Background: an optimization exercise with open tools, aiming at small area. Do not read the settings as production practice.
The RTL was checked by simulation tests, not by an equivalence proof against the original design.
No activity file was given, so power comes from the tool's default toggle rates.

===== design/flow/constraint.sdc =====
create_clock -name core_clock -period 7.0 [get_ports {clock}]
set_input_delay 1.4000 -clock core_clock [delete_from_list [all_inputs] [get_ports {clock}]]
set_output_delay 1.4000 -clock core_clock [all_outputs]
set_load 0.01 [all_outputs]

===== design/flow/flow/downsize.tcl =====
# POST_FLOORPLAN hook: put every combinational cell at the smallest drive
# strength of its function. The resizer's later repair_design and
# repair_timing passes size up again wherever slew, load or timing need it.
set block [ord::get_db_block]
set db [ord::get_db]
set skip {^(df|edf|sdf|sedf|dl|conb|tap|fill|decap|probe|lpflow|clk)}
set count 0
foreach inst [$block getInsts] {
  set name [[$inst getMaster] getName]
  if {![regexp {^sky130_fd_sc_hd__([a-z0-9]+)_([0-9]+)$} $name -> base drive]} { continue }
  if {[regexp $skip $base]} { continue }
  set best $name
  set best_area [expr {[[$inst getMaster] getWidth] * [[$inst getMaster] getHeight]}]
  foreach d {0 1} {
    set m [$db findMaster sky130_fd_sc_hd__${base}_$d]
    if {$m eq "NULL" || $m eq ""} { continue }
    set a [expr {[$m getWidth] * [$m getHeight]}]
    if {$a < $best_area} {
      set best [$m getName]
      set best_area $a
    }
  }
  if {$best ne $name} {
    replace_cell [$inst getName] $best
    incr count
  }
}
puts "downsize: replaced $count cells"

===== design/flow/flow/run.sh =====
#!/bin/bash
# Standard layout (the standard.sh) with these changes:
#  - port buffers use the smallest buffer cell;
#  - clock tree synthesis without dummy loads;
#  - after floorplan, combinational cells go to their smallest drive
#    strength (flow/downsize.tcl); later repair passes size up as needed.
set -euo pipefail
bash standard.sh \
  BUFFER_PORTS_ARGS="-buffer_cell sky130_fd_sc_hd__buf_1" \
  CTS_ARGS="-sink_clustering_enable -repair_clock_nets -dont_use_dummy_load -buf_list {sky130_fd_sc_hd__clkbuf_4 sky130_fd_sc_hd__clkbuf_8} -root_buf sky130_fd_sc_hd__clkbuf_8" \
  POST_FLOORPLAN_TCL="$PWD/flow/downsize.tcl" \
  finish > standard.log 2>&1

===== design/flow/standard.sh =====
#!/bin/bash
# synth_recipe.tcl (not shown) runs the flow's synth.tcl, then flattens the netlist and writes it again
# the make line also repeats each setting of config.mk as NAME=value (left out here)
make -C /OpenROAD-flow-scripts/flow DESIGN_CONFIG=/design/flow/config.mk WORK_HOME=/design/flow/orfs CLKGATE_MAP_FILE= SYNTH_SCRIPT=/design/flow/synth_recipe.tcl "${@:-finish}"

===== design/flow/design.v =====
module lpc_inv   (input logic a, output logic y);                           assign y = ~a;                 endmodule
module lpc_and2  (input logic a, input logic b, output logic y);            assign y = a & b;              endmodule
module lpc_or2   (input logic a, input logic b, output logic y);            assign y = a | b;              endmodule
module lpc_nand2 (input logic a, input logic b, output logic y);            assign y = ~(a & b);           endmodule
module lpc_nor2  (input logic a, input logic b, output logic y);            assign y = ~(a | b);           endmodule
module lpc_xor2  (input logic a, input logic b, output logic y);            assign y = a ^ b;              endmodule
module lpc_xnor2 (input logic a, input logic b, output logic y);            assign y = ~(a ^ b);           endmodule
module lpc_nand3 (input logic a, input logic b, input logic c, output logic y); assign y = ~(a & b & c);   endmodule
module lpc_nor4  (input logic a, input logic b, input logic c, input logic d, output logic y); assign y = ~(a | b | c | d); endmodule
module lpc_nand4 (input logic a, input logic b, input logic c, input logic d, output logic y); assign y = ~(a & b & c & d); endmodule
module lpc_and3b (input logic an, input logic b, input logic c, output logic y); assign y = ~an & b & c;   endmodule
module lpc_nor3b (input logic a, input logic b, input logic cn, output logic y); assign y = ~(a | b | ~cn); endmodule
module lpc_nor2b (input logic a, input logic bn, output logic y);          assign y = ~(a | ~bn);         endmodule
module lpc_mux2  (input logic s, input logic a0, input logic a1, output logic y); assign y = s ? a1 : a0;  endmodule
module lpc_mux2i (input logic s, input logic a0, input logic a1, output logic y); assign y = ~(s ? a1 : a0); endmodule
module lpc_a21oi (input logic a1, input logic a2, input logic b1, output logic y); assign y = ~((a1 & a2) | b1); endmodule
module lpc_a21o  (input logic a1, input logic a2, input logic b1, output logic y); assign y = (a1 & a2) | b1; endmodule
module lpc_a22oi (input logic a1, input logic a2, input logic b1, input logic b2, output logic y);
  assign y = ~((a1 & a2) | (b1 & b2));
endmodule
module lpc_a222oi (input logic a1, input logic a2, input logic b1, input logic b2, input logic c1, input logic c2,
                   output logic y);
  assign y = ~((a1 & a2) | (b1 & b2) | (c1 & c2));
endmodule
module lpc_ha (input logic a, input logic b, output logic s, output logic co);
  assign s  = a ^ b;
  assign co = a & b;
endmodule
module lpc_fa (input logic a, input logic b, input logic ci, output logic s, output logic co);
  assign s  = a ^ b ^ ci;
  assign co = (a & b) | (ci & (a ^ b));
endmodule
module lpc_window #(
  parameter int unsigned W = 20
) (
  input  logic [W-1:0] timer_q,
  input  logic [W-1:0] log_begin,
  input  logic [W-1:0] log_end,
  output logic         log_en
);
  assign log_en = (timer_q >= log_begin) && (timer_q < log_end);
endmodule
module lpc_cnt_nxt #(
  parameter int unsigned CNT_W = 20,
  parameter int unsigned INC_W = 6
) (
  input  logic [CNT_W-1:0] acc,
  input  logic [INC_W-1:0] inc,
  input  logic             log_en,
  input  logic             clean_q,
  output logic [CNT_W-1:0] nxt
);
  localparam int unsigned HI_W = CNT_W - INC_W;
  logic [INC_W:0]   c;
  logic [INC_W-1:0] s;
  logic [HI_W:0]    p;        
  logic             t0;       
  logic             eon;      
  logic [INC_W-1:0] yn;
  logic [HI_W-1:0]  qn, hn;
  lpc_ha u_a0 (.a(acc[0]), .b(inc[0]), .s(s[0]), .co(c[1]));
  for (genvar b = 1; b < INC_W; b++) begin : g_add
    lpc_fa u_a (.a(acc[b]), .b(inc[b]), .ci(c[b]), .s(s[b]), .co(c[b+1]));
  end
  assign p[1] = acc[INC_W];
  for (genvar b = 1; b < HI_W; b++) begin : g_pre
    lpc_and2 u_p (.a(p[b]), .b(acc[INC_W+b]), .y(p[b+1]));
  end
  lpc_and3b u_t0 (.an(p[HI_W]), .b(log_en), .c(c[INC_W]), .y(t0));
  lpc_nand3 u_eo (.a(p[HI_W]), .b(log_en), .c(c[INC_W]), .y(eon));
  for (genvar b = 0; b < INC_W; b++) begin : g_lo
    lpc_mux2i u_m (.s(log_en), .a0(acc[b]), .a1(s[b]), .y(yn[b]));
    lpc_a21oi u_o (.a1(yn[b]), .a2(eon), .b1(clean_q), .y(nxt[b]));
  end
  lpc_xnor2 u_x0 (.a(acc[INC_W]), .b(t0), .y(hn[0]));
  lpc_nor2  u_n0 (.a(clean_q), .b(hn[0]), .y(nxt[INC_W]));
  for (genvar b = 1; b < HI_W; b++) begin : g_hi
    lpc_nand2 u_q (.a(t0), .b(p[b]), .y(qn[b]));
    lpc_xor2  u_x (.a(acc[INC_W+b]), .b(qn[b]), .y(hn[b]));
    lpc_nor2  u_n (.a(clean_q), .b(hn[b]), .y(nxt[INC_W+b]));
  end
endmodule
module lpc_timer_nxt #(
  parameter int unsigned W = 20
) (
  input  logic [W-1:0] t,
  output logic [W-1:0] nxt
);
  logic [W-1:0] c;
  lpc_inv u_i0 (.a(t[0]), .y(nxt[0]));
  assign c[1] = t[0];
  for (genvar b = 1; b < W - 1; b++) begin : g_inc
    lpc_ha u_h (.a(t[b]), .b(c[b]), .s(nxt[b]), .co(c[b+1]));
  end
  lpc_xor2 u_x (.a(t[W-1]), .b(c[W-1]), .y(nxt[W-1]));
endmodule
module lpc_period_nxt #(
  parameter int unsigned W = 16
) (
  input  logic [W-1:0] dump_period,
  input  logic [W-1:0] last,
  input  logic [W-1:0] rem,
  output logic [W-1:0] rem_nxt,
  output logic         auto_req
);
  localparam int unsigned G = W / 4;
  logic [W-1:0] x, dec;
  logic [W:0]   bwn;         
  logic [G-1:0] xg, zg, rg;
  logic         chg, nz, is1, rld_n, rhi_n;
  for (genvar b = 0; b < W; b++) begin : g_x
    lpc_xor2 u_x (.a(dump_period[b]), .b(last[b]), .y(x[b]));
  end
  for (genvar g = 0; g < G; g++) begin : g_or
    lpc_nor4 u_xg (.a(x[4*g]), .b(x[4*g+1]), .c(x[4*g+2]), .d(x[4*g+3]), .y(xg[g]));
    lpc_nor4 u_zg (.a(dump_period[4*g]), .b(dump_period[4*g+1]),
                   .c(dump_period[4*g+2]), .d(dump_period[4*g+3]), .y(zg[g]));
  end
  lpc_nor4 u_r0 (.a(rem[1]),  .b(rem[2]),  .c(rem[3]),  .d(rem[4]),  .y(rg[0]));
  lpc_nor4 u_r1 (.a(rem[5]),  .b(rem[6]),  .c(rem[7]),  .d(rem[8]),  .y(rg[1]));
  lpc_nor4 u_r2 (.a(rem[9]),  .b(rem[10]), .c(rem[11]), .d(rem[12]), .y(rg[2]));
  lpc_nor4 u_r3 (.a(rem[13]), .b(rem[14]), .c(rem[15]), .d(1'b0),   .y(rg[3]));
  lpc_nand4 u_chg (.a(xg[0]), .b(xg[1]), .c(xg[2]), .d(xg[3]), .y(chg));
  lpc_nand4 u_nz  (.a(zg[0]), .b(zg[1]), .c(zg[2]), .d(zg[3]), .y(nz));
  lpc_nand4 u_rhi (.a(rg[0]), .b(rg[1]), .c(rg[2]), .d(rg[3]), .y(rhi_n));
  lpc_nor2b u_is1 (.a(rhi_n), .bn(rem[0]), .y(is1));
  lpc_and3b u_ar  (.an(chg), .b(nz), .c(is1), .y(auto_req));
  lpc_nor3b u_rld (.a(chg), .b(is1), .cn(nz), .y(rld_n));
  assign bwn[1] = rem[0];
  for (genvar b = 1; b < W - 1; b++) begin : g_bw
    lpc_or2 u_b (.a(bwn[b]), .b(rem[b]), .y(bwn[b+1]));
  end
  lpc_inv u_d0 (.a(rem[0]), .y(dec[0]));
  for (genvar b = 1; b < W; b++) begin : g_dec
    lpc_xnor2 u_d (.a(rem[b]), .b(bwn[b]), .y(dec[b]));
  end
  for (genvar b = 0; b < W; b++) begin : g_mx
    lpc_mux2 u_m (.s(rld_n), .a0(dump_period[b]), .a1(dec[b]), .y(rem_nxt[b]));
  end
endmodule
module lpc_rd_bit (
  input  logic [7:0] d,
  input  logic [7:0] sel,
  output logic       y
);
  logic [2:0] n;
  lpc_a222oi u_0 (.a1(d[0]), .a2(sel[0]), .b1(d[1]), .b2(sel[1]), .c1(d[2]), .c2(sel[2]), .y(n[0]));
  lpc_a222oi u_1 (.a1(d[3]), .a2(sel[3]), .b1(d[4]), .b2(sel[4]), .c1(d[5]), .c2(sel[5]), .y(n[1]));
  lpc_a22oi  u_2 (.a1(d[6]), .a2(sel[6]), .b1(d[7]), .b2(sel[7]), .y(n[2]));
  lpc_nand3  u_3 (.a(n[0]), .b(n[1]), .c(n[2]), .y(y));
endmodule
module log_perf_ctrl #(
  parameter int unsigned NUM_CNT  = 8,
  parameter int unsigned CNT_W    = 20,
  parameter int unsigned INC_W    = 6,
  parameter int unsigned TIMER_W  = 20,
  parameter int unsigned PERIOD_W = 16,
  parameter int unsigned IDX_W    = (NUM_CNT > 1) ? $clog2(NUM_CNT) : 1
) (
  input  logic                     clock,
  input  logic                     reset,
  input  logic [NUM_CNT*INC_W-1:0] perf_inc,
  input  logic [TIMER_W-1:0]       log_begin,
  input  logic [TIMER_W-1:0]       log_end,
  input  logic [PERIOD_W-1:0]      dump_period,
  input  logic                     auto_clean,
  input  logic                     dump_req,
  input  logic                     clean_req,
  input  logic                     out_ready,
  output logic [TIMER_W-1:0]       timer,
  output logic                     logEnable,
  output logic                     clean,
  output logic                     dump,
  output logic                     out_valid,
  output logic [IDX_W-1:0]         out_idx,
  output logic [CNT_W-1:0]         out_data,
  output logic                     out_last,
  output logic                     dump_overrun
);
  logic [TIMER_W-1:0]  timer_q, timer_nxt;
  logic [PERIOD_W-1:0] period_rem, period_rem_nxt;
  logic [PERIOD_W-1:0] period_last;
  logic [NUM_CNT-1:0]  beat;          
  logic                streaming;
  logic                dump_q;
  logic                overrun;
  logic                clean_q;
  logic                snap;
  logic                log_en;
  logic                auto_req;
  logic                dump_rq;
  logic [CNT_W-1:0]    acc     [NUM_CNT];
  logic [CNT_W-1:0]    acc_nxt [NUM_CNT];
  logic [CNT_W-1:0]    shadow  [NUM_CNT];
  lpc_window #(.W(TIMER_W)) u_win (
    .timer_q(timer_q), .log_begin(log_begin), .log_end(log_end), .log_en(log_en)
  );
  lpc_timer_nxt #(.W(TIMER_W)) u_tmr (.t(timer_q), .nxt(timer_nxt));
  lpc_period_nxt #(.W(PERIOD_W)) u_per (
    .dump_period(dump_period), .last(period_last), .rem(period_rem),
    .rem_nxt(period_rem_nxt), .auto_req(auto_req)
  );
  assign dump_rq   = dump_req | auto_req;
  assign streaming = |beat;
  assign snap      = dump_rq & ~streaming;
  always_ff @(posedge clock or negedge reset) begin
    if (!reset) begin
      timer_q     <= '0;
      period_rem  <= '0;
      period_last <= '0;
      beat        <= '0;
      dump_q      <= 1'b0;
      overrun     <= 1'b0;
      clean_q     <= 1'b0;
    end else begin
      timer_q     <= timer_nxt;
      period_last <= dump_period;
      period_rem  <= period_rem_nxt;
      dump_q      <= snap;
      clean_q     <= clean_req | (auto_clean & dump_q);
      if (streaming & dump_rq) overrun <= 1'b1;
      beat[0] <= snap | (beat[0] & ~out_ready);
      for (int k = 1; k < NUM_CNT; k++)
        beat[k] <= out_ready ? beat[k-1] : beat[k];
    end
  end
  for (genvar i = 0; i < NUM_CNT; i++) begin : g_cnt
    lpc_cnt_nxt #(.CNT_W(CNT_W), .INC_W(INC_W)) u_nxt (
      .acc(acc[i]), .inc(perf_inc[i*INC_W +: INC_W]), .log_en(log_en),
      .clean_q(clean_q), .nxt(acc_nxt[i])
    );
    always_ff @(posedge clock or negedge reset) begin
      if (!reset) acc[i] <= '0;
      else        acc[i] <= acc_nxt[i];
    end
    always_ff @(posedge clock) begin
      if (snap) shadow[i] <= acc[i];
    end
  end
  for (genvar b = 0; b < CNT_W; b++) begin : g_rd
    logic [NUM_CNT-1:0] d;
    for (genvar i = 0; i < NUM_CNT; i++) begin : g_d
      assign d[i] = shadow[i][b];
    end
    lpc_rd_bit u_rd (.d(d), .sel(beat), .y(out_data[b]));
  end
  always_comb begin
    out_idx = '0;
    for (int i = 0; i < NUM_CNT; i++)
      if (beat[i]) out_idx = out_idx | IDX_W'(i);
  end
  assign timer        = timer_q;
  assign logEnable    = log_en;
  assign clean        = clean_q;
  assign dump         = dump_q;
  assign out_valid    = streaming;
  assign out_last     = beat[NUM_CNT-1];
  assign dump_overrun = overrun;
endmodule

===== design/flow/config.mk =====
export PLATFORM = sky130hd
export DESIGN_NAME = log_perf_ctrl
export DESIGN_NICKNAME = log_perf_ctrl
export VERILOG_FILES = /design/flow/design.v
export SDC_FILE = /design/flow/constraint.sdc
export NUM_CORES = 4
export LEC_CHECK = 0
export CAP_MARGIN = 20
export CORE_MARGIN = 2
export CORE_UTILIZATION = 40
export SLEW_MARGIN = 20
export SYNTH_HIERARCHICAL = 1

==> results of run 1 <==
==> flip-flops by register name, summed over array words and instances (netlist names) <==
signal,count
overrun,1
acc,160
beat,8
shadow,160
dump_q,1
clean_q,1
period_rem,16
timer_q,20
period_last,16
==> synth_stat cells, types with 40 or more instances <==
master,instances
nor2_1,120
xor2_1,121
and2_1,104
edfxtp_1,160
dfrtp_1,223
inv_1,43
mux2i_1,48
fa_1,40
ha_1,65
a222oi_1,40
nand2_1,115
a21oi_2,48
==> metrics by stage <==
stage               worst slack, ns  utilization [%]  power (W)
floorplan                    0.1529                -   0.003456
global placement              2.185            42.48   0.003867
detailed placement            2.140            42.50   0.003886
CTS                           2.371            44.69   0.005609
global route                  2.268            44.73   0.005797
finish                        2.424            44.73   0.005496
==> per-layer routing <==
layer  wire length [µm]  GRT usage [%]  vias to the layer above  part of all wire [%]
li1                   -              -                     5093                     -
met1              16260          21.66                     5139                    46
met2              16710          25.74                      232                    47
met3               1687          3.390                       50                   4.8
met4                636          5.278                        0                   1.8
met5                  0              0                        -                     0
==> report_power, final <==
group | internal [W] | switching, W | total (W)
combinational | 0.000285 | 0.000602 | 0.000887
clock | 0.000878 | 0.000799 | 0.00168
sequential | 0.00267 | 0.000259 | 0.00293
==> cell type report <==
cell class	instances	area [µm²]
timing repair buffer	166	694.4
sequential	383	10390
tap	592	740.7
fill	4116	24280
multi-input combinational	886	6704
clock buffer	70	963.4
inverter	43	161.4
==> Yosys stat by module, one instance, submodules excluded, a selection <==
module	cells	flip-flops and latches	area, µm²	times used
lpc_and2	1	0	6.256	104
lpc_xor2	1	0	8.758	121
lpc_nor2	1	0	3.754	112
lpc_fa	1	0	20.02	40
lpc_xnor2	1	0	8.758	23
lpc_a21oi	1	0	8.758	48
lpc_nor4	1	0	12.51	12
lpc_nand3	1	0	5.005	28
log_perf_ctrl	404	383	10550	1
lpc_and3b	1	0	8.758	9
lpc_inv	1	0	3.754	2
==> worst min path at each step <==
stage / start / endpoint / slack (ns) / depth (start not counted)
floorplan: acc[0][0] / shadow[0][0] / 0.45 / 0
global placement: overrun / overrun / 0.46 / 1
detailed placement: overrun / overrun / 0.46 / 1
CTS: acc[6][15] / shadow[6][15] / 0.47 / 0
global route: acc[0][11] / shadow[0][11] / 0.48 / 0
finish: acc[6][15] / shadow[6][15] / 0.47 / 0
==> cell families (layout without fill, tap and decap cells) <==
family	Yosys count	after routing	synth area share, %
AO/OA/AOI/OAI	143	143	7.349
XOR/XNOR	144	144	7.137
adder cells (fa/ha/maj)	105	105	9.133
buffers and inverters	44	279	0.9416
flip-flops	383	383	58.77
multiplexers	71	71	4.524
other	1	1	0.02122
AND/OR/NAND/NOR	422	422	12.13
==> worst register-to-register path: cells and delay by family (launching register included) <==
| family | cells | cell delay (ns) |
|---|---|---|
| AND/OR/NAND/NOR | 14 | 3.33 |
| flip-flops | 1 | 0.41 |
| multiplexers | 1 | 0.29 |
| XOR/XNOR | 1 | 0.12 |
==> cells in the final DEF, fill, tap and decap left out, types with 2 or more instances in the layout <==
| cell type | Yosys | final |
|---|---|---|
| mux2i_1 | 48 | 48 |
| buf_1 | 0 | 157 |
| xnor2_1 | 23 | 23 |
| mux2_2 | 7 | 7 |
| clkbuf_8 | 0 | 70 |
| nor2_1 | 120 | 119 |
| fa_1 | 40 | 40 |
| ha_1 | 65 | 65 |
| nand2_1 | 115 | 115 |
| xor2_1 | 121 | 121 |
| and2_1 | 104 | 104 |
| and3b_1 | 9 | 9 |
| dfrtp_1 | 223 | 222 |
| buf_4 | 0 | 5 |
| nand4_1 | 5 | 5 |
| a22oi_1 | 0 | 20 |
| a21o_1 | 5 | 5 |
| a21oi_1 | 13 | 60 |
| nand3_1 | 29 | 29 |
| or2_1 | 15 | 15 |
| buf_12 | 0 | 3 |
| edfxtp_1 | 160 | 160 |
| and4_1 | 3 | 3 |
| o21ai_0 | 7 | 7 |
| a222oi_1 | 40 | 40 |
| nor4_1 | 1 | 14 |
| a221oi_1 | 2 | 3 |
| inv_1 | 43 | 43 |
| or4_1 | 2 | 2 |
| mux2_1 | 0 | 16 |
==> impl_metrics.tcl, run 1 <==
set metrics [dict create \
    post-route-cell-area_um2 19650 \
    worst_setup_path_start_kind "input pin" \
    arrival_ns 3.18 \
    grtUsageTotal_pct 15.99 \
    worstHoldPathType "reg2reg" \
    ios 159 \
    critical_path.top_delay_family "compound AO/OA/AOI/OAI gates" \
    ir_worst_vdd_mv 0.2183 \
    antenna_cells 0 \
    yosysWarningCount 12 \
    reg2reg_slack_ns 2.72 \
    finalClockSkew_ns 0.06710 \
    gp_congestion 0.8076 \
    std_cell_rows 77 \
    path_depth 9 \
    instances_no_fill 2140 \
    ys_types 44 \
    final_nets 1765 \
    grt_pass1_vias 11040 \
    area_growth_pct 11.21 \
    worst_r2r_endpoint "period_rem[15]" \
    crit_required_ns 5.60 \
    leakage_nw 7.879 \
    htreeDepth 3 \
    wl_per_cell_um 16.49 \
    fin_setup_tns_ns 0 \
    synth_nets 1528 \
    fp.dieW_um 214.2 \
    critPathMaxStageDelay_ns 0.41 \
    crit_buf_inv 3 \
    synth-seq-cells 383 \
    critPathMaxFanout 2 \
    synth_edf_count 160 \
    crit_path_frequent_cell "buf_1" \
    clk_latency_ns 0.60 \
    routed-via-count 10510 \
    drive_gt1_share_pct 5.879 \
    numCtsBuffers 70 \
    port_buffers 158 \
    fmax_mhz 218.5 \
    rsz0062_at_grt "no" \
    clk_pin_slew_ns 0.06 \
    synth.top_cell.area_share_pct 31.58 \
    path_class "in2out" \
    clkSinkCount 383 \
    grt_max_degree 135 \
    ant_nets 0 \
    firstDrtPassIters 8 \
    clockBufferDepth 3 \
    holdBufCountCts 0 \
    grt.overflow.total 0 \
    yosysSeqAreaShare_pct 58.77 \
    drc 0 \
    yosys.area.top_type "dfrtp_1" \
    drt_wl_total_mm 35.29 \
    synthArstFlopShare_pct 58.22 \
    vias_per_cell 4.913 \
    crit_end "logEnable" \
    dp_hpwl_mm 23.86 \
    synth_area_per_cell_um2 13.46 \
    synthCells 1313 \
    clockRootBuffer "clkbuf_8" \
    run_status "complete, no violations" \
    postCtsSetupBuffers 0 \
    cts_tree "yes" \
    core_area_um2 43930 \
    powerDensity_nw_per_um2 279.7 \
    setup_viol 0 \
    startpoint "log_begin[2]" \
    cts_resized 0 \
    finalCritPeriodShare_pct 65.37 \
    grt_pass1_wl_mm 59.00 \
    path_cells "buf_1 -> inv_1 -> ha_1 -> a211o_1 -> a31oi_1 -> o31ai_1 -> a221oi_1 -> a21oi_4 -> buf_1" \
    relSlewSlack_pct 30.56 \
    die-area_um2 45880 \
    synthTopCellsByArea "dfrtp_1 32%, edfxtp_1 27%, xor2_1 6.0%" \
    hold_violations 0 \
    place_inst 2069 \
    maxCapViolations 0 \
    placed_cell_area_um2 18670 \
    synth_area_um2 17670 \
    drtIter0Drc 788 \
    chipHeight_um 214.2 \
    end_kind "output pin" \
    drv_slew 0 \
    tightestPinTransition_ns 1.042 \
    timing.critical_path.slowest_stage_cell "a221oi_1" \
    regToRegStartpoint "period_rem[0]" \
    min_period_ns 4.576 \
    synth-main-ff-cell "dfrtp_1" \
    reg2regPathDepth 16 \
    antenna_found_initial 0 \
    initial_core_util_pct 40.23 \
    fin_hold_ws_ns 0.4659 \
]
==> run 2, diff against run 1 <==
--- a/design/flow/flow/run.sh
+++ b/design/flow/flow/run.sh
@@ -7,6 +7,6 @@
 set -euo pipefail
 bash standard.sh \
   BUFFER_PORTS_ARGS="-buffer_cell sky130_fd_sc_hd__buf_1" \
-  CTS_ARGS="-sink_clustering_enable -repair_clock_nets -dont_use_dummy_load -buf_list {sky130_fd_sc_hd__clkbuf_4 sky130_fd_sc_hd__clkbuf_8} -root_buf sky130_fd_sc_hd__clkbuf_8" \
+  CTS_ARGS="-sink_clustering_enable -repair_clock_nets -dont_use_dummy_load -buf_list sky130_fd_sc_hd__clkbuf_8 -sink_clustering_size 20" \
   POST_FLOORPLAN_TCL="$PWD/flow/downsize.tcl" \
   finish > standard.log 2>&1
==> impl_metrics.tcl, run 2 <==
set metrics [dict create \
    ys_types 44 \
    crit_buf_inv 3 \
    hold_violations 0 \
    grt_pass1_wl_mm 59.00 \
    synthMuxAreaShare_pct 4.524 \
    clkSinkCount 383 \
    synthArstFlopShare_pct 58.22 \
    final_nets 1765 \
    numCtsBuffers 70 \
    setup_viol 0 \
    synth_compound_area_share_pct 7.349 \
    synth_top_family_by_area "simple AND/OR/NAND/NOR gates" \
    fp.dieW_um 214.2 \
    grt_max_degree 135 \
    ios 159 \
    drive_gt1_share_pct 5.879 \
    relSlewSlack_pct 30.56 \
    port_buffers 158 \
    dp_hpwl_mm 23.86 \
    std_cell_rows 77 \
    mostFrequentLayoutCell "dfrtp_1" \
    antenna_found_initial 0 \
    synth_common_cells "223 x dfrtp_1, 160 x edfxtp_1, 121 x xor2_1" \
    grt.overflow.total 0 \
    path_cells "buf_1 -> inv_1 -> ha_1 -> a211o_1 -> a31oi_1 -> o31ai_1 -> a221oi_1 -> a21oi_4 -> buf_1" \
    top_regs "acc: 160 flops, shadow: 160 flops, timer_q: 20 flops" \
    synth-main-ff-cell "dfrtp_1" \
    ant_nets 0 \
    synthCells 1313 \
    die-area_um2 45880 \
    rsz0062_at_grt "no" \
    leakage_nw 7.879 \
    fin_ws_ns 2.424 \
    synth_area_um2 17670 \
    worstHoldPathType "reg2reg" \
    place_inst 2069 \
    holdBufCountCts 0 \
    end_kind "output pin" \
    clockRootBuffer "clkbuf_8" \
    core_area_um2 43930 \
    fin_setup_tns_ns 0 \
    worst_setup_path_start_kind "input pin" \
    powerDensity_nw_per_um2 279.7 \
    crit_required_ns 5.60 \
    yosys.area.top_type "dfrtp_1" \
    tightestPinTransition_ns 1.042 \
    finalCritPeriodShare_pct 65.37 \
    finalClockSkew_ns 0.06710 \
    chipHeight_um 214.2 \
    grt_pass1_vias 11040 \
    antenna_cells 0 \
    cts_resized 0 \
    initial_core_util_pct 40.23 \
    instances_no_fill 2140 \
    ir_worst_vdd_mv 0.2183 \
    yosys.cell_count.top_type "dfrtp_1" \
    post-place-ws_ns 2.140 \
    clk_pin_slew_ns 0.06 \
    yosysWarningCount 12 \
    yosysSeqAreaShare_pct 58.77 \
    cts_tree "yes" \
    grtUsageTotal_pct 15.99 \
    area_growth_pct 11.21 \
    wl_per_cell_um 16.49 \
    drv_slew 0 \
    drc 0 \
    synth_area_per_cell_um2 13.46 \
    routed-via-count 10510 \
    postCtsSetupBuffers 0 \
    synth_xor_xnor_area_share_pct 7.137 \
    fin_hold_ws_ns 0.4659 \
    critPathMaxStageDelay_ns 0.41 \
    clockBufferDepth 3 \
    clk_latency_ns 0.60 \
    vias_per_cell 4.913 \
    critical_path.top_delay_family "compound AO/OA/AOI/OAI gates" \
    path_class "in2out" \
    critPathMaxFanout 2 \
    htreeDepth 3 \
    crit_path_frequent_cell "buf_1" \
    final_cell_mix "222 x dfrtp_1, 160 x edfxtp_1, 157 x buf_1, 121 x xor2_1, 119 x nor2_1" \
    synth_nets 1528 \
    timing.critical_path.slowest_stage_cell "a221oi_1" \
    min_period_ns 4.576 \
    synth.top_cell.area_share_pct 31.58 \
    fmax_mhz 218.5 \
    maxCapViolations 0 \
    synthTopCellsByArea "dfrtp_1 32%, edfxtp_1 27%, xor2_1 6.0%" \
    synth_edf_count 160 \
    arrival_ns 3.18 \
    power_w 0.005496 \
    synth_fa_ha_area_share_pct 9.133 \
    firstDrtPassIters 8 \
    drt_wl_total_mm 35.29 \
    synth-seq-cells 383 \
    synth-simple-area-share_pct 12.13 \
    gp_congestion 0.8076 \
    run_status "complete, no violations" \
    drtIter0Drc 788 \
]
## run 2: through the flow
stage | cell area [µm²] | utilization (%)
2_1_floorplan | 17680 | -
3_3_place_gp | 18660 | 42.48
3_5_place_dp | 18670 | 42.50
4_1_cts | 19630 | 44.69
5_1_grt | 19650 | 44.73
6_report | 19650 | 44.73
## run 2: report_power, final
| group | switching (W) | leakage (nW) | internal [W] |
|---|---|---|---|
| clock | 0.000799 | 0.503 | 0.000878 |
| combinational | 0.000602 | 2.85 | 0.000285 |
| sequential | 0.000259 | 4.52 | 0.00267 |
## run 2: cell families after synthesis
group,Yosys count
AOI/OAI and AO/OA,143
xor gates and xnor gates,144
adders and majority gates,105
buffers and inverters,44
DFF,383
muxes,71
other,1
and+or+nand+nor,422
## run 2: final timing paths
| kind | from | endpoint | slack (ns) | cells past startpoint |
|---|---|---|---|---|
| worst max-delay path | log_begin[2] | logEnable | 2.42 | 9 |
| worst min-delay path | acc[6][15] | shadow[6][15] | 0.47 | 0 |
| worst max register to register | period_rem[0] | period_rem[15] | 2.72 | 16 |
| worst min register to register | acc[6][15] | shadow[6][15] | 0.47 | 0 |
| max in group asynchronous | reset | acc[1][3] | 5.21 | 2 |
| min in group asynchronous | reset | acc[2][9] | 0.73 | 1 |
## run 2: per-module statistics from Yosys (local to each module, per instance), excerpt
module     flip-flops and latches  cells inside
lpc_a22oi                       0             1
lpc_nor3b                       0             1
lpc_nor4                        0             1
lpc_a21oi                       0             1
lpc_nand3                       0             1
lpc_nor2                        0             1
## run 2: worst register-to-register path: stages, from the launching register on
cell and delay (ns):
dfrtp_1 0.41, or2_1 0.24, or2_1 0.24, or2_1 0.23
or2_1 0.23, or2_1 0.23, or2_1 0.24, or2_1 0.24
or2_1 0.25, or2_1 0.24, or2_1 0.24, or2_1 0.24
or2_1 0.24, or2_1 0.25, or2_1 0.22, xnor2_1 0.12
mux2_1 0.29
## run 2: area by class of cell
class	instances	area (µm²)
Fill cell	4116	24280
Sequential cell	383	10390
Multi-Input combinational cell	886	6704
Clock buffer	70	963.4
Tap cell	592	740.7
Timing Repair Buffer	166	694.4
Inverter	43	161.4
## run 2: routing by layer
layer,wire length [µm],global-route usage (%),vias to the layer above
met3,1687,3.390,50
met5,0,0,-
met2,16710,25.74,232
met1,16260,21.66,5139
met4,636,5.278,0
li1,-,-,5093
==> run 3, diff against run 2 <==
--- a/design/flow/flow/run.sh
+++ b/design/flow/flow/run.sh
@@ -7,6 +7,6 @@
 set -euo pipefail
 bash standard.sh \
   BUFFER_PORTS_ARGS="-buffer_cell sky130_fd_sc_hd__buf_1" \
-  CTS_ARGS="-sink_clustering_enable -repair_clock_nets -dont_use_dummy_load -buf_list sky130_fd_sc_hd__clkbuf_8 -sink_clustering_size 20" \
+  CTS_ARGS="-sink_clustering_enable -repair_clock_nets -dont_use_dummy_load" \
   POST_FLOORPLAN_TCL="$PWD/flow/downsize.tcl" \
   finish > standard.log 2>&1
==> impl_metrics.tcl, run 3 <==
set metrics [dict create \
    fin_setup_tns_ns 0 \
    synth_common_cells "223 x dfrtp_1, 160 x edfxtp_1, 121 x xor2_1" \
    arrival_ns 3.18 \
    vias_per_cell 4.907 \
    yosysSeqAreaShare_pct 58.77 \
    drtIter0Drc 752 \
    grtUsageTotal_pct 15.71 \
    drc 0 \
    worst_setup_path_start_kind "input pin" \
    end_kind "output pin" \
    numCtsBuffers 42 \
    dp_hpwl_mm 23.86 \
    synth_nets 1528 \
    final_nets 1737 \
    fmax_mhz 218.3 \
    synthTopCellsByArea "dfrtp_1 32%, edfxtp_1 27%, xor2_1 6.0%" \
    grt_max_degree 135 \
    chipHeight_um 214.2 \
    powerDensity_nw_per_um2 285.5 \
    tightestPinTransition_ns 1.028 \
    grt.overflow.total 0 \
    synthArstFlopShare_pct 58.22 \
    postCtsSetupBuffers 0 \
    clockRootBuffer "clkbuf_16" \
    grt_pass1_wl_mm 58.49 \
    top_regs "acc: 160 flops, shadow: 160 flops, timer_q: 20 flops" \
    fp.dieW_um 214.2 \
    wl_per_cell_um 16.47 \
    ant_nets 0 \
    std_cell_rows 77 \
    initial_core_util_pct 40.23 \
    core_area_um2 43930 \
    synth-seq-cells 383 \
    switching_share_pct 28.95 \
    synthCells 1313 \
    finalCritPeriodShare_pct 65.44 \
    maxCapViolations 0 \
    yosysWarningCount 12 \
    synth.top_cell.area_share_pct 31.58 \
    critPathMaxFanout 2 \
    sequentialPowerShare_pct 51.9 \
    drv_slew 0 \
    yosys.area.top_type "dfrtp_1" \
    gp_congestion 0.8076 \
    die-area_um2 45880 \
    leakage_nw 7.896 \
    final_util_pct 44.95 \
    area_growth_pct 11.75 \
    register_area_um2 10390 \
    port_buffers 158 \
    relSlewSlack_pct 31.44 \
    synth_area_um2 17670 \
    synth_edf_count 160 \
    holdBufCountCts 0 \
    clockBufferDepth 3 \
    mostFrequentLayoutCell "dfrtp_1" \
    min_period_ns 4.580 \
    path_class "in2out" \
    routed-via-count 10360 \
    antenna_cells 0 \
    drt_wl_total_mm 34.78 \
    fillCellCount 4094 \
    finalClockSkew_ns 0.04756 \
    worstHoldPathType "reg2reg" \
    p_clk_share_pct 32.4 \
    hold_violations 0 \
    htreeDepth 2 \
    ys_types 44 \
    rsz0062_at_grt "no" \
    synth-main-ff-cell "dfrtp_1" \
    p_sw_w 0.001632 \
    yosys.cell_count.top_type "dfrtp_1" \
    combPwrFrac_pct 15.7 \
    antenna_found_initial 0 \
    clkSinkCount 383 \
    p_int_w 0.004006 \
    ir_worst_vdd_mv 0.2169 \
    firstDrtPassIters 9 \
    cts_tree "yes" \
    cts_resized 0 \
    clk_pin_slew_ns 0.06 \
    grt_pass1_vias 10850 \
    multi_input_area_um2 6704 \
    crit_required_ns 5.60 \
    run_status "complete, no violations" \
    synth_area_per_cell_um2 13.46 \
    final_cell_mix "222 x dfrtp_1, 160 x edfxtp_1, 157 x buf_1, 121 x xor2_1, 119 x nor2_1" \
    ios 159 \
    clk_latency_ns 0.54 \
    drive_gt1_share_pct 4.145 \
    setup_viol 0 \
]
==> run 3: power groups by stage <==
stage / clock network, W / logic (W) / registers [W]
2_1_floorplan: 0 / 0.000503 / 0.00295
3_3_place_gp: 0 / 0.000901 / 0.00297
3_5_place_dp: 0 / 0.000913 / 0.00297
4_1_cts: 0.00190 / 0.000918 / 0.00293
5_1_grt: 0.00199 / 0.000980 / 0.00297
6_report: 0.00183 / 0.000883 / 0.00293
==> run 3: cells by family (layout without fill, tap and decap cells) <==
group / Yosys count / in the layout / synth area share, %
AO/OA/AOI/OAI: 143 / 143 / 7.349
XOR/XNOR: 144 / 144 / 7.137
adder cells (fa/ha/maj): 105 / 105 / 9.133
buffers and inverters: 44 / 251 / 0.9416
flip-flops: 383 / 383 / 58.77
multiplexers: 71 / 71 / 4.524
other: 1 / 1 / 0.02122
AND/OR/NAND/NOR: 422 / 422 / 12.13
==> run 3: per-module statistics from Yosys (local to each module, per instance), a selection <==
module         flops+latches  cells inside  cell area (µm²)
log_perf_ctrl            383           404            10550
lpc_a21oi                  0             1            8.758
lpc_ha                     0             1            12.51
lpc_inv                    0             1            3.754
lpc_nand2                  0             1            3.754
lpc_nand4                  0             1            6.256
lpc_nor2b                  0             1            13.76
==> run 3: per-stage QoR <==
stage               worst slack, ns  hold slack, ns  instance area (µm²)  total power [W]  cells
global placement              2.185          0.4569                18660         0.003867   2069
finish                        2.420          0.4731                19750         0.005638   2112
global route                  2.268          0.4878                19750         0.005936   2112
floorplan                    0.1529          0.4524                17680         0.003456   1313
CTS                           2.371          0.4763                19720         0.005748   2111
detailed placement            2.140          0.4609                18670         0.003886   2069
==> run 3: cell type report <==
| type | instances | share of cell area, % |
|---|---|---|
| Sequential cell | 383 | 52.61 |
| Multi-Input combinational cell | 886 | 33.95 |
| Clock buffer | 42 | 5.322 |
| Tap cell | 592 | 3.751 |
| Timing Repair Buffer | 166 | 3.554 |
| Inverter | 43 | 0.8173 |
==> run 3: final timing paths <==
path	from	to	slack, ns	depth (start not counted)
worst max-delay path	log_begin[2]	logEnable	2.42	9
worst min-delay path	acc[5][0]	shadow[5][0]	0.47	0
worst max register to register	period_rem[0]	period_rem[15]	2.72	16
worst min register to register	acc[5][0]	shadow[5][0]	0.47	0
max in group asynchronous	reset	acc[1][17]	5.08	2
min in group asynchronous	reset	clean_q	0.79	1
==> run 3: worst max-delay path, stage by stage <==
cell,delay (ns)
buf_1,0.07
inv_1,0.04
ha_1,0.29
a211o_1,0.30
a31oi_1,0.16
o31ai_1,0.13
a221oi_1,0.41
a21oi_4,0.13
buf_1,0.26
==> run 3: metal layers <==
layer  vias to the layer above  wire length (µm)  global-route usage (%)
met5                         -                 0                       0
met4                         0               577                   3.588
met3                        47              1540                   2.865
met2                       194             16410                   25.63
met1                      5079             16250                   21.92
li1                       5043                 -                       -
==> run 4, diff against run 3 <==
--- a/design/flow/design.v
+++ b/design/flow/design.v
@@ -6,6 +6,7 @@
 module lpc_xor2  (input logic a, input logic b, output logic y);            assign y = a ^ b;              endmodule
 module lpc_xnor2 (input logic a, input logic b, output logic y);            assign y = ~(a ^ b);           endmodule
 module lpc_nand3 (input logic a, input logic b, input logic c, output logic y); assign y = ~(a & b & c);   endmodule
+module lpc_nor3  (input logic a, input logic b, input logic c, output logic y); assign y = ~(a | b | c);       endmodule
 module lpc_nor4  (input logic a, input logic b, input logic c, input logic d, output logic y); assign y = ~(a | b | c | d); endmodule
 module lpc_nand4 (input logic a, input logic b, input logic c, input logic d, output logic y); assign y = ~(a & b & c & d); endmodule
 module lpc_and3b (input logic an, input logic b, input logic c, output logic y); assign y = ~an & b & c;   endmodule
@@ -22,6 +23,9 @@
                    output logic y);
   assign y = ~((a1 & a2) | (b1 & b2) | (c1 & c2));
 endmodule
+module lpc_maj3 (input logic a, input logic b, input logic c, output logic y);
+  assign y = (a & b) | (c & (a | b));
+endmodule
 module lpc_ha (input logic a, input logic b, output logic s, output logic co);
   assign s  = a ^ b;
   assign co = a & b;
@@ -29,6 +33,28 @@
 module lpc_fa (input logic a, input logic b, input logic ci, output logic s, output logic co);
   assign s  = a ^ b ^ ci;
   assign co = (a & b) | (ci & (a ^ b));
+endmodule
+module lpc_lt #(
+  parameter int unsigned W = 20
+) (
+  input  logic [W-1:0] tn,    
+  input  logic [W-1:0] x,
+  output logic         lt     
+);
+  localparam int unsigned L = W / 2;
+  logic [L:0]   c;
+  logic [W:L]   c0, c1;
+  lpc_and2 u_l0 (.a(tn[0]), .b(x[0]), .y(c[1]));
+  for (genvar i = 1; i < L; i++) begin : g_lo
+    lpc_maj3 u_m (.a(tn[i]), .b(x[i]), .c(c[i]), .y(c[i+1]));
+  end
+  lpc_and2 u_h0 (.a(tn[L]), .b(x[L]), .y(c0[L+1]));
+  lpc_or2  u_h1 (.a(tn[L]), .b(x[L]), .y(c1[L+1]));
+  for (genvar i = L + 1; i < W; i++) begin : g_hi
+    lpc_maj3 u_m0 (.a(tn[i]), .b(x[i]), .c(c0[i]), .y(c0[i+1]));
+    lpc_maj3 u_m1 (.a(tn[i]), .b(x[i]), .c(c1[i]), .y(c1[i+1]));
+  end
+  lpc_mux2 u_sel (.s(c[L]), .a0(c0[W]), .a1(c1[W]), .y(lt));
 endmodule
 module lpc_window #(
   parameter int unsigned W = 20
@@ -38,7 +64,14 @@
   input  logic [W-1:0] log_end,
   output logic         log_en
 );
-  assign log_en = (timer_q >= log_begin) && (timer_q < log_end);
+  logic [W-1:0] tn;
+  logic         lt_begin, lt_end;
+  for (genvar i = 0; i < W; i++) begin : g_tn
+    lpc_inv u_i (.a(timer_q[i]), .y(tn[i]));
+  end
+  lpc_lt #(.W(W)) u_b (.tn(tn), .x(log_begin), .lt(lt_begin));
+  lpc_lt #(.W(W)) u_e (.tn(tn), .x(log_end),   .lt(lt_end));
+  lpc_nor2b u_en (.a(lt_begin), .bn(lt_end), .y(log_en));
 endmodule
 module lpc_cnt_nxt #(
   parameter int unsigned CNT_W = 20,
@@ -119,7 +152,7 @@
   lpc_nor4 u_r0 (.a(rem[1]),  .b(rem[2]),  .c(rem[3]),  .d(rem[4]),  .y(rg[0]));
   lpc_nor4 u_r1 (.a(rem[5]),  .b(rem[6]),  .c(rem[7]),  .d(rem[8]),  .y(rg[1]));
   lpc_nor4 u_r2 (.a(rem[9]),  .b(rem[10]), .c(rem[11]), .d(rem[12]), .y(rg[2]));
-  lpc_nor4 u_r3 (.a(rem[13]), .b(rem[14]), .c(rem[15]), .d(1'b0),   .y(rg[3]));
+  lpc_nor3 u_r3 (.a(rem[13]), .b(rem[14]), .c(rem[15]), .y(rg[3]));
   lpc_nand4 u_chg (.a(xg[0]), .b(xg[1]), .c(xg[2]), .d(xg[3]), .y(chg));
   lpc_nand4 u_nz  (.a(zg[0]), .b(zg[1]), .c(zg[2]), .d(zg[3]), .y(nz));
   lpc_nand4 u_rhi (.a(rg[0]), .b(rg[1]), .c(rg[2]), .d(rg[3]), .y(rhi_n));
@@ -203,10 +236,12 @@
   assign dump_rq   = dump_req | auto_req;
   assign streaming = |beat;
   assign snap      = dump_rq & ~streaming;
+  always_ff @(posedge clock) begin
+    period_rem <= period_rem_nxt;
+  end
   always_ff @(posedge clock or negedge reset) begin
     if (!reset) begin
       timer_q     <= '0;
-      period_rem  <= '0;
       period_last <= '0;
       beat        <= '0;
       dump_q      <= 1'b0;
@@ -215,7 +250,6 @@
     end else begin
       timer_q     <= timer_nxt;
       period_last <= dump_period;
-      period_rem  <= period_rem_nxt;
       dump_q      <= snap;
       clean_q     <= clean_req | (auto_clean & dump_q);
       if (streaming & dump_rq) overrun <= 1'b1;
--- a/design/flow/flow/run.sh
+++ b/design/flow/flow/run.sh
@@ -7,6 +7,6 @@
 set -euo pipefail
 bash standard.sh \
   BUFFER_PORTS_ARGS="-buffer_cell sky130_fd_sc_hd__buf_1" \
-  CTS_ARGS="-sink_clustering_enable -repair_clock_nets -dont_use_dummy_load" \
+  CTS_ARGS="-sink_clustering_enable -repair_clock_nets -dont_use_dummy_load -buf_list sky130_fd_sc_hd__clkbuf_16 -sink_clustering_size 24 -sink_clustering_max_diameter 80" \
   POST_FLOORPLAN_TCL="$PWD/flow/downsize.tcl" \
   finish > standard.log 2>&1
==> impl_metrics.tcl, run 4 <==
set metrics [dict create \
    run_status "complete, no violations" \
    top_regs "acc: 160 flops, shadow: 160 flops, timer_q: 20 flops" \
    numCtsBuffers 23 \
    port_buffers 158 \
    drive_gt1_share_pct 3.780 \
    yosysSeqAreaShare_pct 59.28 \
    yosys.cell_count.top_type "dfrtp_1" \
    firstDrtPassIters 8 \
    clkSinkCount 383 \
    drv_slew 0 \
    crit_path_frequent_cell "maj3_1" \
    fillCellCount 4032 \
    dp_hpwl_mm 23.40 \
    worstHoldPathType "reg2reg" \
    clockRootBuffer "clkbuf_16" \
    synthArstFlopShare_pct 54.05 \
    path_cells "buf_1 -> or2_1 -> maj3_1 -> maj3_1 -> maj3_1 -> maj3_1 -> maj3_1 -> maj3_1 -> maj3_1 -> maj3_1 -> maj3_1 -> mux2_2 -> nor2b_4 -> clkbuf_2" \
    timing.critical_path.slowest_stage_cell "maj3_1" \
    grt_max_degree 162 \
    routed-via-count 9938 \
    hold_start "acc[2][19]" \
    chipHeight_um 212.5 \
    vias_per_cell 4.872 \
    synth-main-ff-cell "dfrtp_1" \
    multi_input_area_um2 6491 \
    critical_path.top_delay_family "adder cells" \
    gr-usage-met2_pct 23.71 \
    grt.overflow.total 0 \
    register_area_um2 10310 \
    powerDensity_nw_per_um2 266.8 \
    initial_core_util_pct 40.45 \
    placed_cell_area_um2 18470 \
    synth.top_cell.area_share_pct 29.80 \
    antenna_found_initial 3 \
    synthCells 1259 \
    hold_violations 0 \
    clk_pin_slew_ns 0.08 \
    wl_per_cell_um 16.58 \
    cts_tree "yes" \
    rsz0062_at_grt "no" \
    drtIter0Drc 782 \
    post-route-cell-area_um2 19050 \
    worst_r2r_endpoint "acc[3][19]" \
    min_period_ns 6.846 \
    postCtsSetupBuffers 0 \
    critPathMaxStageDelay_ns 0.37 \
    synth_area_um2 17380 \
    fp.dieW_um 212.5 \
    regToRegStartpoint "timer_q[10]" \
    ys_types 32 \
    critPathMaxFanout 2 \
    synthTopCellsByArea "dfrtp_1 30%, edfxtp_1 28%, xor2_1 6.1%" \
    end_kind "output pin" \
    final_nets 1633 \
    whs_path_depth 0 \
    finalCritPeriodShare_pct 97.80 \
    fmax_mhz 146.1 \
    synth_common_cells "207 x dfrtp_1, 160 x edfxtp_1, 121 x xor2_1" \
    arrival_ns 5.45 \
    mostFrequentLayoutCell "dfrtp_1" \
    crit_buf_inv 2 \
    grt_pass1_vias 9785 \
    clockBufferDepth 3 \
    worst_setup_path_start_kind "input pin" \
    htreeDepth 1 \
    fin_hold_ws_ns 0.4401 \
    tightestPinTransition_ns 1.027 \
    synth_area_per_cell_um2 13.81 \
    path_class "in2out" \
    grt_pass1_wl_mm 54.01 \
    grtUsageTotal_pct 15.17 \
    gp_congestion 0.7814 \
    fin_ws_ns 0.1543 \
    synth-seq-cells 383 \
    yosys.area.top_type "dfrtp_1" \
    area_growth_pct 9.601 \
    worstHoldEndpoint "shadow[2][19]" \
    ant_nets 0 \
    antenna_cells 0 \
    yosysWarningCount 12 \
    fin_setup_tns_ns 0 \
    post-place-ws_ns 0.09327 \
    synth_nets 1435 \
    std_cell_rows 76 \
    finalClockSkew_ns 0.05435 \
    drt_wl_total_mm 33.82 \
    clk_latency_ns 0.56 \
    drc 0 \
    setup_viol 0 \
    reg2reg_slack_ns 1.29 \
    ir_worst_vdd_mv 0.2389 \
    die-area_um2 45140 \
    grt.busiest_layer "met2" \
    leakage_nw 7.107 \
    reg2regPathDepth 20 \
    synth_edf_count 160 \
    relSlewSlack_pct 31.55 \
    crit_required_ns 5.60 \
    ios 159 \
    core_area_um2 42980 \
    maxCapViolations 0 \
    grt_use_met3_pct 2.452 \
    met1_usage_pct 22.45 \
    final_cell_mix "206 x dfrtp_1, 160 x edfxtp_1, 156 x buf_1, 121 x xor2_1, 113 x nor2_1" \
]
-- run 4: cell count changes after synthesis, moves of 3 or more --
cell     previous run  this run
maj3_2              0        54
ha_1               65        26
inv_1              43        24
dfrtp_1           223       207
dfxtp_1             0        16
a21oi_1            13         1
nand2_1           115       105
o21ai_0             7         0
nor2_1            120       114
a21o_1              5         1
and2_1            104       108
and4_1              3         0
-- run 4: stage by stage --
stage | cells | total power, W | util [%]
6_report | 2040 | 0.005084 | 44.33
5_1_grt | 2040 | 0.005333 | 44.33
4_1_cts | 2040 | 0.005171 | 44.32
3_5_place_dp | 2017 | 0.003879 | 42.98
3_3_place_gp | 2017 | 0.003852 | 42.97
2_1_floorplan | 1259 | 0.003449 | -
-- run 4: report_power, final --
part | internal (W) | switching [W] | leakage [nW]
logic | 0.000276 | 0.000611 | 2.35
registers | 0.00267 | 0.000251 | 4.47
clock network | 0.000584 | 0.000694 | 0.283
total | 0.00353 | 0.00156 | 7.11
-- run 4: cell type report --
type | instances | share of cell area (%)
clock buffers | 23 | 3.021
inverters | 24 | 0.4728
multi-input cells | 851 | 34.07
flip-flops and latches | 383 | 54.10
well taps | 585 | 3.842
repair buffers | 174 | 4.492
-- run 4: timing repair --
item	4_1_cts	5_1_grt
gates resized for setup	0	4
hold buffers	0	0
endpoints found under the setup margin	0	1
-- run 4: Yosys stat by module, one instance, submodules excluded, excerpt --
module,copies in the design,cell area [µm²]
log_perf_ctrl,1,10470
lpc_a222oi,40,10.01
lpc_and2,108,6.256
lpc_and3b,9,8.758
lpc_ha,26,12.51
lpc_nand3,28,5.005
lpc_nand4,3,6.256
lpc_nor2,112,3.754
lpc_nor2b,2,13.76
lpc_nor3b,1,12.51
lpc_nor4,11,12.51
lpc_xnor2,23,8.758
-- run 4: layer usage --
layer	share of wire [%]	routed length, µm
met5	0.12	39
met4	1.6	530
met3	5.4	1836
met2	45	15110
met1	48	16300
-- run 4: kinds of logic after synthesis --
family | after synthesis | share of synthesized area [%]
and+or+nand+nor | 403 | 11.87
DFF | 383 | 59.28
xor gates and xnor gates | 144 | 7.255
adders and majority gates | 120 | 9.976
AOI/OAI and AO/OA | 111 | 6.305
muxes | 73 | 4.772
buffers and inverters | 25 | 0.5470
-- run 4: how the worst max path moves through the flow --
stage | start | slack [ns] | cells after the start | to
3_5_place_dp | log_begin[10] | 0.09 | 14 | logEnable
5_1_grt | log_begin[10] | 0.03 | 14 | logEnable
3_3_place_gp | log_begin[0] | 0.08 | 14 | logEnable
6_report | log_begin[10] | 0.15 | 14 | logEnable
2_1_floorplan | log_begin[10] | -0.18 | 12 | logEnable
4_1_cts | log_begin[10] | 0.09 | 14 | logEnable
==> run 5, diff against run 4 <==
--- a/design/flow/flow/run.sh
+++ b/design/flow/flow/run.sh
@@ -7,6 +7,6 @@
 set -euo pipefail
 bash standard.sh \
   BUFFER_PORTS_ARGS="-buffer_cell sky130_fd_sc_hd__buf_1" \
-  CTS_ARGS="-sink_clustering_enable -repair_clock_nets -dont_use_dummy_load -buf_list sky130_fd_sc_hd__clkbuf_16 -sink_clustering_size 24 -sink_clustering_max_diameter 80" \
+  CTS_ARGS="-sink_clustering_enable -repair_clock_nets -dont_use_dummy_load -buf_list sky130_fd_sc_hd__clkbuf_8 -sink_clustering_size 16 -sink_clustering_max_diameter 100" \
   POST_FLOORPLAN_TCL="$PWD/flow/downsize.tcl" \
   finish > standard.log 2>&1
==> impl_metrics.tcl, run 5 <==
set metrics [dict create \
    p_sw_w 0.001535 \
    fin_ws_ns 0.1559 \
    synthCells 1259 \
    initial_core_util_pct 40.45 \
    grt_max_degree 162 \
    tightestPinTransition_ns 0.9967 \
    run_status "complete, no violations" \
    path_class "in2out" \
    finalCritPeriodShare_pct 97.77 \
    area_growth_pct 8.428 \
    synth-main-ff-cell "dfrtp_1" \
    final_nets 1637 \
    port_buffers 158 \
    grt_pass1_vias 9839 \
    leakage_nw 7.017 \
    clk_pin_slew_ns 0.11 \
    top_regs "acc: 160 flops, shadow: 160 flops, timer_q: 20 flops" \
    drv_slew 0 \
    finalClockSkew_ns 0.02720 \
    antenna_cells 0 \
    fillCellCount 4066 \
    fmax_mhz 146.1 \
    routed-via-count 9908 \
    synth_common_cells "207 x dfrtp_1, 160 x edfxtp_1, 121 x xor2_1" \
    synth.top_cell.area_share_pct 29.80 \
    reg2regPathDepth 20 \
    clkSinkCount 383 \
    final_cell_mix "206 x dfrtp_1, 160 x edfxtp_1, 156 x buf_1, 121 x xor2_1, 113 x nor2_1" \
    core_area_um2 42980 \
    drtIter0Drc 808 \
    ys_types 32 \
    regToRegStartpoint "timer_q[10]" \
    std_cell_rows 76 \
    fp.dieW_um 212.5 \
    relSlewSlack_pct 33.55 \
    firstDrtPassIters 9 \
    end_kind "output pin" \
    hold_violations 0 \
    synth_nets 1435 \
    grt.overflow.total 0 \
    drc 0 \
    crit_required_ns 5.60 \
    arrival_ns 5.44 \
    ant_nets 0 \
    synth-seq-cells 383 \
    synth_edf_count 160 \
    yosys.cell_count.top_type "dfrtp_1" \
    instances_no_fill 2044 \
    placed_cell_area_um2 18470 \
    yosysSeqAreaShare_pct 59.28 \
    post-route-cell-area_um2 18850 \
    clockRootBuffer "clkbuf_8" \
    setup_viol 0 \
    drt_wl_total_mm 33.92 \
    wl_per_cell_um 16.59 \
    synth_area_per_cell_um2 13.81 \
    chipHeight_um 212.5 \
    grtUsageTotal_pct 15.18 \
    dp_hpwl_mm 23.40 \
    place_inst 2017 \
    numCtsBuffers 27 \
    p_clk_share_pct 21.1 \
    clk_latency_ns 0.61 \
    yosys.area.top_type "dfrtp_1" \
    powerDensity_nw_per_um2 255.9 \
    worstHoldEndpoint "overrun" \
    ios 159 \
    vias_per_cell 4.847 \
    worst_setup_path_start_kind "input pin" \
    ir_worst_vdd_mv 0.2571 \
    rsz0062_at_grt "no" \
    whs_path_depth 1 \
    switching_share_pct 31.82 \
    grt_pass1_wl_mm 54.17 \
    synth_area_um2 17380 \
    gp_congestion 0.7814 \
    reg2reg_slack_ns 1.27 \
    worstHoldPathType "reg2reg" \
    combPwrFrac_pct 18.4 \
    hold_start "overrun" \
    die-area_um2 45140 \
    antenna_found_initial 3 \
    clockBufferDepth 3 \
    mostFrequentLayoutCell "dfrtp_1" \
    htreeDepth 1 \
    maxCapViolations 0 \
    min_period_ns 6.844 \
    p_int_w 0.003289 \
    post-place-ws_ns 0.09327 \
    synthArstFlopShare_pct 54.05 \
    worst_r2r_endpoint "acc[5][7]" \
    fin_setup_tns_ns 0 \
    cts_tree "yes" \
    critPathMaxFanout 2 \
    sequentialPowerShare_pct 60.5 \
    yosysWarningCount 12 \
    synthTopCellsByArea "dfrtp_1 30%, edfxtp_1 28%, xor2_1 6.1%" \
    drive_gt1_share_pct 4.044 \
    postCtsSetupBuffers 0 \
]
-- run 5: cell counts after synthesis --
Identical to the previous run, type by type.
-- run 5: worst max path at each step --
stage,start,end,slack [ns],depth (start not counted)
after floorplan,log_begin[10],logEnable,-0.18,12
after global placement,log_begin[0],logEnable,0.08,14
after detailed placement,log_begin[10],logEnable,0.09,14
after CTS,log_begin[10],logEnable,0.09,14
after global routing,log_begin[10],logEnable,0.03,14
final,log_begin[10],logEnable,0.16,14
-- run 5: cell families after synthesis --
kind of cell | Yosys count | share of synthesized area [%]
simple gates | 403 | 11.87
flops | 383 | 59.28
xor+xnor | 144 | 7.255
fa+ha+maj | 120 | 9.976
compound gates | 111 | 6.305
mux | 73 | 4.772
buf+inv | 25 | 0.5470
-- run 5: power groups by stage --
stage | logic [W] | registers [W] | clock network [W]
after global placement | 0.000892 | 0.00296 | 0
after floorplan | 0.000496 | 0.00295 | 0
after CTS | 0.000910 | 0.00292 | 0.00107
after global routing | 0.000968 | 0.00296 | 0.00115
after detailed placement | 0.000906 | 0.00297 | 0
final | 0.000888 | 0.00292 | 0.00102
-- run 5: repair_timing --
action	4_1_cts	5_1_grt
resized for setup	0	4
hold buffers	0	0
endpoints found under the setup margin	0	1
hold endpoints to repair	0	0
-- run 5: modules after synthesis, one instance, submodules excluded, a selection --
module     flip-flops and latches  cells inside
lpc_inv                         0             1
lpc_mux2                        0             1
lpc_and3b                       0             1
lpc_or2                         0             1
lpc_nor2                        0             1
lpc_ha                          0             1
lpc_a21oi                       0             1
lpc_nand4                       0             1
lpc_nor4                        0             1
lpc_maj3                        0             1
lpc_and2                        0             1
lpc_xor2                        0             1
-- run 5: cell type report --
| class | instances | area [µm²] | share of cell area (%) |
|---|---|---|---|
| repair buffers | 174 | 855.8 | 4.540 |
| clock buffers | 27 | 371.6 | 1.971 |
| well taps | 585 | 732.0 | 3.883 |
| multi-input cells | 851 | 6491 | 34.44 |
| flip-flops and latches | 383 | 10310 | 54.69 |
| inverters | 24 | 90.09 | 0.4779 |
-- run 5: critical path: stages --
cell and delay (ns):
buf_1 0.08, or2_1 0.20, maj3_1 0.37, maj3_1 0.36
maj3_1 0.35, maj3_1 0.35, maj3_1 0.37, maj3_1 0.35
maj3_1 0.35, maj3_1 0.35, maj3_1 0.36, mux2_2 0.30
nor2b_4 0.12, clkbuf_2 0.13
-- run 5: routing by layer --
metal  vias up  part of all wire [%]  track usage, %
met1      4800                    48           22.52
met2       213                    45           23.63
met5         -                 0.068               0
met4         4                   1.7           2.918
met3        47                   5.4           2.526
li1       4844                     -               -
-- run 5: metrics by stage --
stage | hold slack (ns) | util (%) | power, W
finish | 0.4701 | 43.85 | 0.004824
floorplan | 0.4524 | - | 0.003449
global route | 0.4928 | 43.85 | 0.005072
detailed placement | 0.4529 | 42.98 | 0.003879
global placement | 0.4460 | 42.97 | 0.003852
CTS | 0.4768 | 43.85 | 0.004906
==> run 6, diff against run 5 <==
--- a/design/flow/flow/run.sh
+++ b/design/flow/flow/run.sh
@@ -7,6 +7,6 @@
 set -euo pipefail
 bash standard.sh \
   BUFFER_PORTS_ARGS="-buffer_cell sky130_fd_sc_hd__buf_1" \
-  CTS_ARGS="-sink_clustering_enable -repair_clock_nets -dont_use_dummy_load -buf_list sky130_fd_sc_hd__clkbuf_8 -sink_clustering_size 16 -sink_clustering_max_diameter 100" \
+  CTS_ARGS="-sink_clustering_enable -repair_clock_nets -dont_use_dummy_load -buf_list sky130_fd_sc_hd__clkbuf_16 -sink_clustering_size 30 -sink_clustering_max_diameter 100" \
   POST_FLOORPLAN_TCL="$PWD/flow/downsize.tcl" \
   finish > standard.log 2>&1
==> impl_metrics.tcl, run 6 <==
set metrics [dict create \
    yosysWarningCount 12 \
    mostFrequentLayoutCell "dfrtp_1" \
    final_nets 1627 \
    place_inst 2017 \
    grtUsageTotal_pct 15.00 \
    ant_nets 0 \
    placed_cell_area_um2 18470 \
    crit_buf_inv 2 \
    clk_pin_slew_ns 0.11 \
    gp_congestion 0.7814 \
    clkSinkCount 383 \
    port_buffers 158 \
    firstDrtPassIters 9 \
    met1_usage_pct 22.52 \
    grt_pass1_wl_mm 53.90 \
    register_area_um2 10310 \
    synth_area_per_cell_um2 13.81 \
    die-area_um2 45140 \
    clk_latency_ns 0.53 \
    grt.overflow.total 0 \
    post-route-cell-area_um2 18900 \
    yosys.cell_count.top_type "dfrtp_1" \
    synth.top_cell.area_share_pct 29.80 \
    end_kind "output pin" \
    p_int_w 0.003384 \
    path_class "in2out" \
    crit_path_frequent_cell "maj3_1" \
    synthArstFlopShare_pct 54.05 \
    synth_common_cells "207 x dfrtp_1, 160 x edfxtp_1, 121 x xor2_1" \
    ys_types 32 \
    cts_tree "yes" \
    grt_max_degree 162 \
    grt_use_met3_pct 1.950 \
    fin_hold_ws_ns 0.4541 \
    top_regs "acc: 160 flops, shadow: 160 flops, timer_q: 20 flops" \
    dp_hpwl_mm 23.40 \
    run_status "complete, no violations" \
    min_period_ns 6.850 \
    vias_per_cell 4.839 \
    final_cell_mix "206 x dfrtp_1, 160 x edfxtp_1, 156 x buf_1, 121 x xor2_1, 113 x nor2_1" \
    maxCapViolations 0 \
    fp.dieW_um 212.5 \
    core_area_um2 42980 \
    ios 159 \
    finalCritPeriodShare_pct 97.86 \
    p_clk_share_pct 22.5 \
    grt.busiest_layer "met2" \
    p_sw_w 0.001530 \
    critPathMaxStageDelay_ns 0.37 \
    clockRootBuffer "clkbuf_16" \
    instances_no_fill 2034 \
    fillCellCount 4050 \
    antenna_found_initial 3 \
    multi_input_area_um2 6491 \
    tightestPinTransition_ns 1.015 \
    rsz0062_at_grt "no" \
    routed-via-count 9843 \
    timing.critical_path.slowest_stage_cell "maj3_1" \
    numCtsBuffers 17 \
    path_cells "buf_1 -> or2_1 -> maj3_1 -> maj3_1 -> maj3_1 -> maj3_1 -> maj3_1 -> maj3_1 -> maj3_1 -> maj3_1 -> maj3_1 -> mux2_2 -> nor2b_4 -> clkbuf_2" \
    antenna_cells 0 \
    leakage_nw 7.033 \
    drive_gt1_share_pct 3.382 \
    synth-main-ff-cell "dfrtp_1" \
    power_w 0.004913 \
    synth_area_um2 17380 \
    synth-seq-cells 383 \
    synth_nets 1435 \
    setup_viol 0 \
    holdBufCountCts 0 \
    synth_edf_count 160 \
    drv_slew 0 \
    fin_ws_ns 0.1501 \
    ir_worst_vdd_mv 0.2430 \
    drtIter0Drc 744 \
    clockBufferDepth 3 \
    wl_per_cell_um 16.55 \
    combPwrFrac_pct 18.1 \
    relSlewSlack_pct 32.33 \
    switching_share_pct 31.13 \
    powerDensity_nw_per_um2 259.9 \
    critPathMaxFanout 2 \
    area_growth_pct 8.737 \
    drc 0 \
    chipHeight_um 212.5 \
    crit_required_ns 5.60 \
    yosysSeqAreaShare_pct 59.28 \
    sequentialPowerShare_pct 59.4 \
    critical_path.top_delay_family "adder cells" \
    yosys.area.top_type "dfrtp_1" \
    worst_setup_path_start_kind "input pin" \
    initial_core_util_pct 40.45 \
    grt_pass1_vias 9728 \
    htreeDepth 1 \
    arrival_ns 5.45 \
    post-place-ws_ns 0.09327 \
    synthCells 1259 \
    drt_wl_total_mm 33.67 \
    std_cell_rows 76 \
    finalClockSkew_ns 0.05220 \
    fmax_mhz 146.0 \
    synthTopCellsByArea "dfrtp_1 30%, edfxtp_1 28%, xor2_1 6.1%" \
    gr-usage-met2_pct 23.68 \
    hold_violations 0 \
    worstHoldPathType "reg2reg" \
]
[run 6: cell counts after synthesis]
No cell type changed its count.
[run 6: path summary, 6_finish.rpt]
check	startpoint	endpoint	slack, ns	cells past startpoint
setup / recovery	log_begin[10]	logEnable	0.15	14
hold / removal	acc[2][13]	shadow[2][13]	0.45	0
setup reg to reg	timer_q[10]	acc[3][19]	1.30	20
hold reg to reg	acc[2][13]	shadow[2][13]	0.45	0
max in group asynchronous	reset	acc[2][8]	4.47	3
min in group asynchronous	reset	timer_q[16]	0.90	1
[run 6: cell type report]
type	instances	share of cell area, %
sequential	383	54.53
inverter	24	0.4766
multi-input combinational	851	34.34
clock buffer	17	2.250
timing repair buffer	174	4.527
tap	585	3.872
[run 6: layer usage]
| metal | vias up | routed length [µm] |
|---|---|---|
| met5 | - | 37 |
| li1 | 4825 | - |
| met1 | 4771 | 16420 |
| met3 | 37 | 1664 |
| met4 | 6 | 459 |
| met2 | 204 | 15080 |
[run 6: metrics by stage]
stage          util [%]  TNS [ns]
6_report          43.98         0
5_1_grt           43.98         0
4_1_cts           43.97         0
3_5_place_dp      42.98         0
3_3_place_gp      42.97         0
2_1_floorplan         -   -0.1800
[run 6: kinds of logic (layout without fill, tap and decap cells)]
kind of cell | after synthesis | in the layout | synth area share [%]
mux | 73 | 73 | 4.772
simple gates | 403 | 403 | 11.87
fa+ha+maj | 120 | 120 | 9.976
flops | 383 | 383 | 59.28
buf+inv | 25 | 215 | 0.5470
compound gates | 111 | 111 | 6.305
xor+xnor | 144 | 144 | 7.255
[run 6: power by group through the flow]
stage	Sequential (W)	Clock, W	Combinational [W]
after floorplan	0.00295	0	0.000496
final	0.00292	0.00110	0.000889
after global routing	0.00296	0.00122	0.000967
after CTS	0.00292	0.00116	0.000910
after global placement	0.00296	0	0.000892
after detailed placement	0.00297	0	0.000906
[run 6: timing repair]
action	CTS	global route
endpoints found under the setup margin	0	1
buffers inserted	0	0
resized for setup	0	4
endpoints found under the hold margin	0	0
[run 6: per-module statistics from Yosys, one instance, submodules excluded, a selection]
module         flops+latches  copies in the design
lpc_a22oi                  0                    20
lpc_nor3b                  0                     1
lpc_nand3                  0                    28
lpc_nand2                  0                   104
lpc_a21oi                  0                    48
lpc_or2                    0                    16
lpc_and3b                  0                     9
lpc_maj3                   0                    54
lpc_nor2                   0                   112
log_perf_ctrl            383                     1
lpc_xor2                   0                   121
lpc_inv                    0                    22
lpc_mux2i                  0                    48
lpc_mux2                   0                    18

==> port drivers added, routing unchanged <==
The results above use ideal ports. As a check the final layouts listed here were re-extracted and re-timed, cells and wires unchanged. Step 1 assumes that a clkbuf_16 drives the clock port and a buf_2 every other input. Step 2 times the ports against the registers' clock, not the clock port: input delays grow and output delays shrink by t, the midpoint of the rising clock arrivals with the driver on. Slacks: ideal / step 1 / step 2; pairs: ideal / step 1.
run | shift t [ns] | setup WS [ns] | worst slew at a driven data input, ns
run 1 | 0.619 | 2.424 / 2.398 / 2.133 | 0.07
run 2 | 0.619 | 2.424 / 2.398 / 2.133 | 0.07
run 3 | 0.568 | 2.420 / 2.394 / 2.162 | 0.07
run 4 | 0.586 | 0.154 / 0.129 / 0.129 | 0.07
run 5 | 0.644 | 0.156 / 0.131 / 0.131 | 0.07
run 6 | 0.554 | 0.150 / 0.125 / 0.125 | 0.07
After both steps setup and hold are still met in every run listed.
